This design comes from an exercise in tuning for small area, a short achievable clock period and few clock cycles per item on the open sky130 flow, not from production work. Where RTL was checked, it was by simulation tests only, not by an equivalence proof against the original. Power is estimated from default activity; no workload was simulated.

==> run D: inputs <==
Design ks_carry_pipe, start of the top module:
module ks_carry_pipe #(
  parameter int W = ntt_add_pkg::ADD_W
) (
  input  logic         clk,
  input  logic         rst_n,
  input  logic         in_valid,
  output logic         in_ready,
  input  logic [W-1:0] p,
  input  logic [W-1:0] g,
  input  logic         cin,
  output logic         out_valid,
  input  logic         out_ready,
  output logic [W-1:0] sum,
  output logic         cout
);
==> flow/config.mk <==
export PLATFORM = sky130hd
export DESIGN_NAME = ks_carry_pipe
export DESIGN_NICKNAME = ks_carry_pipe
export VERILOG_FILES = /design/flow/design.v
export SDC_FILE = /design/flow/constraint.sdc
export NUM_CORES = 4
export LEC_CHECK = 0
export CAP_MARGIN = 20
export CORE_MARGIN = 2
export CORE_UTILIZATION = 40
export SETUP_SLACK_MARGIN = 0.15
export SLEW_MARGIN = 20
==> flow/constraint.sdc <==
create_clock -name core_clock -period 2.5 [get_ports {clk}]
set_input_delay 0.5000 -clock core_clock [delete_from_list [all_inputs] [get_ports {clk}]]
set_output_delay 0.5000 -clock core_clock [all_outputs]
set_load 0.01 [all_outputs]
standard.sh (not shown) runs the stock make flow with config.mk's settings and CLKGATE_MAP_FILE= SYNTH_SCRIPT=/design/flow/synth_recipe.tcl, a recipe that flattens the netlist after the stock synthesis.
==> flow/flow/run.sh <==
#!/bin/bash
set -e
export BUFFER_PORTS_ARGS="-buffer_cell sky130_fd_sc_hd__buf_2"
bash standard.sh > standard.log 2>&1
==> run M: changes against run D <==
- CORE_UTILIZATION: 40 -> 60
- PLACE_DENSITY: unset -> 0.75
- SETUP_SLACK_MARGIN: 0.15 -> 0.3
==> run P: changes against run D <==
- CTS_BUF_LIST: unset -> sky130_fd_sc_hd__clkbuf_8
- CTS_CLUSTER_SIZE: unset -> 30
- SETUP_SLACK_MARGIN: 0.15 -> 0.3
==> run summary <==
- Total power, highest first: run M, run D, run P.
- Run P went through all stages and came out clean. Run M ran to the end with no violations. Run D finished with timing, DRC and antenna clean.
- Hold slack, lowest first: run P, run D, run M.
- In sequential cell count, run D and run M do not differ.
- Sequential share of layout area: run M > run D > run P.
==> figures <==
quantity                                                                       run P              run M              run D
Outcome                                                     timing/DRC/antenna clean  timing/DRC/antenna clean  timing/DRC/antenna clean
Power density normalized to cell area                                  526.3 nW/um^2      567.0 nW/um^2      554.4 nW/um^2
Largest net degree at the start of global routing                                 39                 85                 66
Sequential group share of total power                                          46.8%              45.3%              45.6%
Beginning of the critical path                                     r_ng[0]$_DFFE_PN_  r_ng[2]$_DFFE_PN_  r_ng[1]$_DFFE_PN_
Final-layout fill cell count                                                    2872               1401               2926
Fraction of the core area covered by cells at the end of the flow             54.28%             78.32%             52.56%
Sw Share                                                                      30.83%             28.22%             29.51%
RSZ-0062 raised after global routing                                             yes                yes                 no
Reg2Reg Setup Slack                                                          0.89 ns            1.10 ns            0.97 ns
Testbench counts of run D, summed over its fixed seeds: cycles 3,208, items 3,200.
Testbench counts of run M, summed over its fixed seeds: cycles 3,208, items 3,200.
Testbench counts of run P, summed over its fixed seeds: cycles 3,208, items 3,200.

========
==> wip/tundra <==
Starting RTL as in the previous note.
Settings: LEC_CHECK=0, CAP_MARGIN=20, CORE_MARGIN=2, CORE_UTILIZATION=40, SETUP_SLACK_MARGIN=0.45, SLEW_MARGIN=20; clock period 2.5 ns.
Scripts as last shown in full above: flow/flow/run.sh
==> wip/amber: changes against wip/tundra <==
--- a/flow/config.mk
+++ b/flow/config.mk
@@ -8,5 +8,6 @@
 export CAP_MARGIN = 20
 export CORE_MARGIN = 2
-export CORE_UTILIZATION = 40
-export SETUP_SLACK_MARGIN = 0.45
+export CORE_UTILIZATION = 45
+export GPL_ROUTABILITY_DRIVEN = 0
+export SETUP_SLACK_MARGIN = 0.3
 export SLEW_MARGIN = 20
==> run summary <==
quantity                                    wip/tundra   wip/amber
Via density                                       5.24        5.28
Worst clock skew                             0.0130 ns   0.0157 ns
Outcome                       timing/DRC/antenna clean  timing/DRC/antenna clean
Final worst-path setup slack                  0.262 ns    0.328 ns
Die X-Extent                                    180 um      170 um
Net switching power of the design            0.00287 W   0.00269 W
Worst path bufs/invs                                 3           2
Reg-to-reg setup timing slack                  1.04 ns     1.02 ns
Worst slack at placement                    -0.0536 ns  -0.0382 ns
Net count, final                                  2018        1990
Number of global-route vias before repair        11100       10600
Startpoint of the worst setup timing path      r_ng[0]     r_ng[2]
Fraction of cell area in non-clock buffers       17.5%       16.9%
Testbench counts of wip/tundra, summed over its fixed seeds: cycles 3,208, items 3,200.
Testbench counts of wip/amber, summed over its fixed seeds: cycles 3,208, items 3,200.

========
==> trial 60: inputs <==
==> flow/design.v <==
package ntt_add_pkg;
  localparam int ADD_W     = 128;
  localparam int KS_LEVELS = 7;
  typedef struct packed {
    logic [ADD_W-1:0] p;
    logic [ADD_W-1:0] g;
  } pg_t;
endpackage
module ks_cell (
  input  logic pi,
  input  logic gi,
  input  logic pj,
  input  logic gj,
  output logic p,
  output logic g
);
  assign p = pi & pj;
  assign g = gi | (pi & gj);
endmodule
module ks_carry_pipe #(
  parameter int W = ntt_add_pkg::ADD_W
) (
  input  logic         clk,
  input  logic         rst_n,
  input  logic         in_valid,
  output logic         in_ready,
  input  logic [W-1:0] p,
  input  logic [W-1:0] g,
  input  logic         cin,
  output logic         out_valid,
  input  logic         out_ready,
  output logic [W-1:0] sum,
  output logic         cout
);
  localparam int NL = ntt_add_pkg::KS_LEVELS;
  logic [NL:0][W-1:0] lv_p;
  logic [NL:0][W-1:0] lv_g;
  logic               stall;
  logic               load;
  assign stall    = out_valid & ~out_ready;
  assign in_ready = ~stall;
  assign load     = in_valid & ~stall;
  assign lv_p[0] = p;
  assign lv_g[0] = {g[W-1:1], g[0] | (p[0] & cin)};
  for (genvar k = 1; k <= NL; k++) begin : g_lvl
    localparam int D = 1 << (k - 1);
    for (genvar i = 0; i < W; i++) begin : g_bit
      if (i >= D) begin : g_cell
        ks_cell u_cell (
          .pi(lv_p[k-1][i]),
          .gi(lv_g[k-1][i]),
          .pj(lv_p[k-1][i-D]),
          .gj(lv_g[k-1][i-D]),
          .p (lv_p[k][i]),
          .g (lv_g[k][i])
        );
      end else begin : g_pass
        assign lv_p[k][i] = lv_p[k-1][i];
        assign lv_g[k][i] = lv_g[k-1][i];
      end
    end
  end
  always_ff @(posedge clk or negedge rst_n) begin
    if (!rst_n) out_valid <= 1'b0;
    else if (!stall) out_valid <= in_valid;
  end
  always_ff @(posedge clk) begin
    if (load) begin
      sum  <= p ^ {lv_g[NL][W-2:0], cin};
      cout <= lv_g[NL][W-1];
    end
  end
endmodule
==> flow/run.sh <==
#!/bin/bash
# synth_recipe.tcl (not shown) runs the flow's synth.tcl, then flattens the netlist and writes it again
# the make line also repeats each setting of config.mk as NAME=value (left out here)
make -C /OpenROAD-flow-scripts/flow DESIGN_CONFIG=/design/flow/config.mk WORK_HOME=/design/flow/orfs CLKGATE_MAP_FILE= SYNTH_SCRIPT=/design/flow/synth_recipe.tcl finish
==> flow/config.mk <==
export PLATFORM = sky130hd
export DESIGN_NAME = ks_carry_pipe
export DESIGN_NICKNAME = ks_carry_pipe
export VERILOG_FILES = /design/flow/design.v
export SDC_FILE = /design/flow/constraint.sdc
export NUM_CORES = 4
export LEC_CHECK = 0
export CAP_MARGIN = 20
export CORE_MARGIN = 2
export CORE_UTILIZATION = 40
export SLEW_MARGIN = 20
==> flow/constraint.sdc <==
create_clock -name core_clock -period 2.5 [get_ports {clk}]
set_input_delay 0.5000 -clock core_clock [delete_from_list [all_inputs] [get_ports {clk}]]
set_output_delay 0.5000 -clock core_clock [all_outputs]
set_load 0.01 [all_outputs]
==> inputs of build 21, as changes to trial 60 <==
==> flow/design.v, changed modules only <==
module ks_carry_pipe #(
  parameter int W         = ntt_add_pkg::ADD_W,
  parameter int REG_EVERY = 2
) (
  input  logic         clk,
  input  logic         rst_n,
  input  logic         in_valid,
  output logic         in_ready,
  input  logic [W-1:0] p,
  input  logic [W-1:0] g,
  input  logic         cin,
  output logic         out_valid,
  input  logic         out_ready,
  output logic [W-1:0] sum,
  output logic         cout
);
  localparam int NL = ntt_add_pkg::KS_LEVELS;
  logic [NL-1:0][W-1:0]  st_p;
  logic [NL-1:0][W-1:0]  st_g;
  logic [NL-1:0][W-1:0]  st_src;
  logic [NL-1:0]         st_c;
  logic [NL-1:0]         st_v;
  logic [NL:1][W-1:0]    lv_p;
  logic [NL:1][W-1:0]    lv_g;
  logic stall;
  logic adv;
  logic unused_top_p;
  assign stall    = out_valid & ~out_ready;
  assign adv      = ~stall;
  assign in_ready = ~stall;
  assign st_p[0]   = p;
  assign st_g[0]   = {g[W-1:1], g[0] | (p[0] & cin)};
  assign st_src[0] = p;
  assign st_c[0]   = cin;
  assign st_v[0]   = in_valid;
  for (genvar k = 1; k <= NL; k++) begin : g_lvl
    localparam int D = 1 << (k - 1);
    for (genvar i = 0; i < W; i++) begin : g_bit
      if (i >= D) begin : g_cell
        ks_cell u_cell (
          .pi(st_p[k-1][i]),
          .gi(st_g[k-1][i]),
          .pj(st_p[k-1][i-D]),
          .gj(st_g[k-1][i-D]),
          .p (lv_p[k][i]),
          .g (lv_g[k][i])
        );
      end else begin : g_pass
        assign lv_p[k][i] = st_p[k-1][i];
        assign lv_g[k][i] = st_g[k-1][i];
      end
    end
    if (k < NL) begin : g_bnd
      if (k % REG_EVERY == 0) begin : g_reg
        logic [W-1:0] r_p;
        logic [W-1:0] r_g;
        logic [W-1:0] r_src;
        logic         r_c;
        logic         r_v;
        always_ff @(posedge clk or negedge rst_n) begin
          if (!rst_n) begin
            r_v   <= 1'b0;
            r_p   <= '0;
            r_g   <= '0;
            r_src <= '0;
            r_c   <= 1'b0;
          end else if (adv) begin
            r_v <= st_v[k-1];
            if (st_v[k-1]) begin
              r_p   <= lv_p[k];
              r_g   <= lv_g[k];
              r_src <= st_src[k-1];
              r_c   <= st_c[k-1];
            end
          end
        end
        assign st_p[k]   = r_p;
        assign st_g[k]   = r_g;
        assign st_src[k] = r_src;
        assign st_c[k]   = r_c;
        assign st_v[k]   = r_v;
      end else begin : g_wire
        assign st_p[k]   = lv_p[k];
        assign st_g[k]   = lv_g[k];
        assign st_src[k] = st_src[k-1];
        assign st_c[k]   = st_c[k-1];
        assign st_v[k]   = st_v[k-1];
      end
    end
  end
  assign unused_top_p = ^lv_p[NL];
  always_ff @(posedge clk or negedge rst_n) begin
    if (!rst_n) begin
      out_valid <= 1'b0;
      sum       <= '0;
      cout      <= 1'b0;
    end else if (adv) begin
      out_valid <= st_v[NL-1];
      if (st_v[NL-1]) begin
        sum  <= st_src[NL-1] ^ {lv_g[NL][W-2:0], st_c[NL-1]};
        cout <= lv_g[NL][W-1];
      end
    end
  end
endmodule
==> run summary <==
Biggest register g_lvl.g_bnd.g_reg.r_g; Final Skew about 0.03 ns; Int Pwr 0.0506 W; count of plain and timing-repair buffers 589; status finished clean; utilization after layout about half; R2R Path End g_lvl[4].g_bnd.g_reg.r_g[65]; Total Wirelength between 150,000 and 200,000 um
(the above is from build 21)
==> run summary <==
final setup violation count 92; SO Faults setup timing; count of plain and timing-repair buffers 1,071; final setup margin -0.645 ns; Final Skew about 0.012 ns; status complete, but fails checks; utilization after layout a little over four fifths; R2R Path End sum[70]; Biggest register sum
(the above is from trial 60)
Testbench counts of trial 60, summed over its fixed seeds: cycles 3,208, items 3,200.
Function not checked in build 21: the RTL went through the layout flow alone.

[port drivers added, routing unchanged]
The flow's constraints put no driver on any port. The routed layouts listed below were extracted and timed again, unchanged, in two steps.
Step 1, drivers: a clkbuf_16 drives clk and a buf_2 each remaining input, both assumed.
Step 2 moves the port delays by t, midway between the first and last clock arrival at a register: inputs arrive t later, outputs are due t later. That takes back most of the time a late clock gives input paths.
Three values: no drivers, after step 1, after step 2; two values: the first two.
| run | t (ns) | slack for setup (ns) | worst hold slack (ns) | clock arrival spread, ns | slew at the worst register clock pin (ns) |
|---|---|---|---|---|---|
| run D | 0.480 | 0.263 / 0.210 / -0.100 | 0.253 / 0.220 / 0.637 | 0.012 / 0.012 | 0.07 / 0.07 |
| run M | 0.469 | 0.292 / 0.244 / -0.124 | 0.257 / 0.229 / 0.687 | 0.014 / 0.014 | 0.07 / 0.07 |
| run P | 0.514 | 0.300 / 0.255 / -0.086 | 0.205 / 0.183 / 0.697 | 0.025 / 0.025 | 0.12 / 0.12 |
| wip/tundra | 0.483 | 0.262 / 0.211 / 0.047 | 0.249 / 0.222 / 0.706 | 0.018 / 0.017 | 0.08 / 0.08 |
| wip/amber | 0.478 | 0.328 / 0.280 / -0.051 | 0.244 / 0.218 / 0.696 | 0.018 / 0.018 | 0.09 / 0.09 |
| trial 60 | 0.484 | -0.645 / -0.620 / -1.104 | 0.205 / 0.184 / 0.569 | 0.020 / 0.020 | 0.07 / 0.07 |
| build 21 | 0.839 | 0.208 / 0.126 / -0.006 | 0.325 / 0.276 / 0.487 | 0.043 / 0.042 | 0.07 / 0.07 |
Met with ideal ports but missed after step 2: setup timing in 5 of these runs. The setup slack of trial 60, which loses most, moves by +0.025 ns with the drivers and by -0.459 ns with both steps.
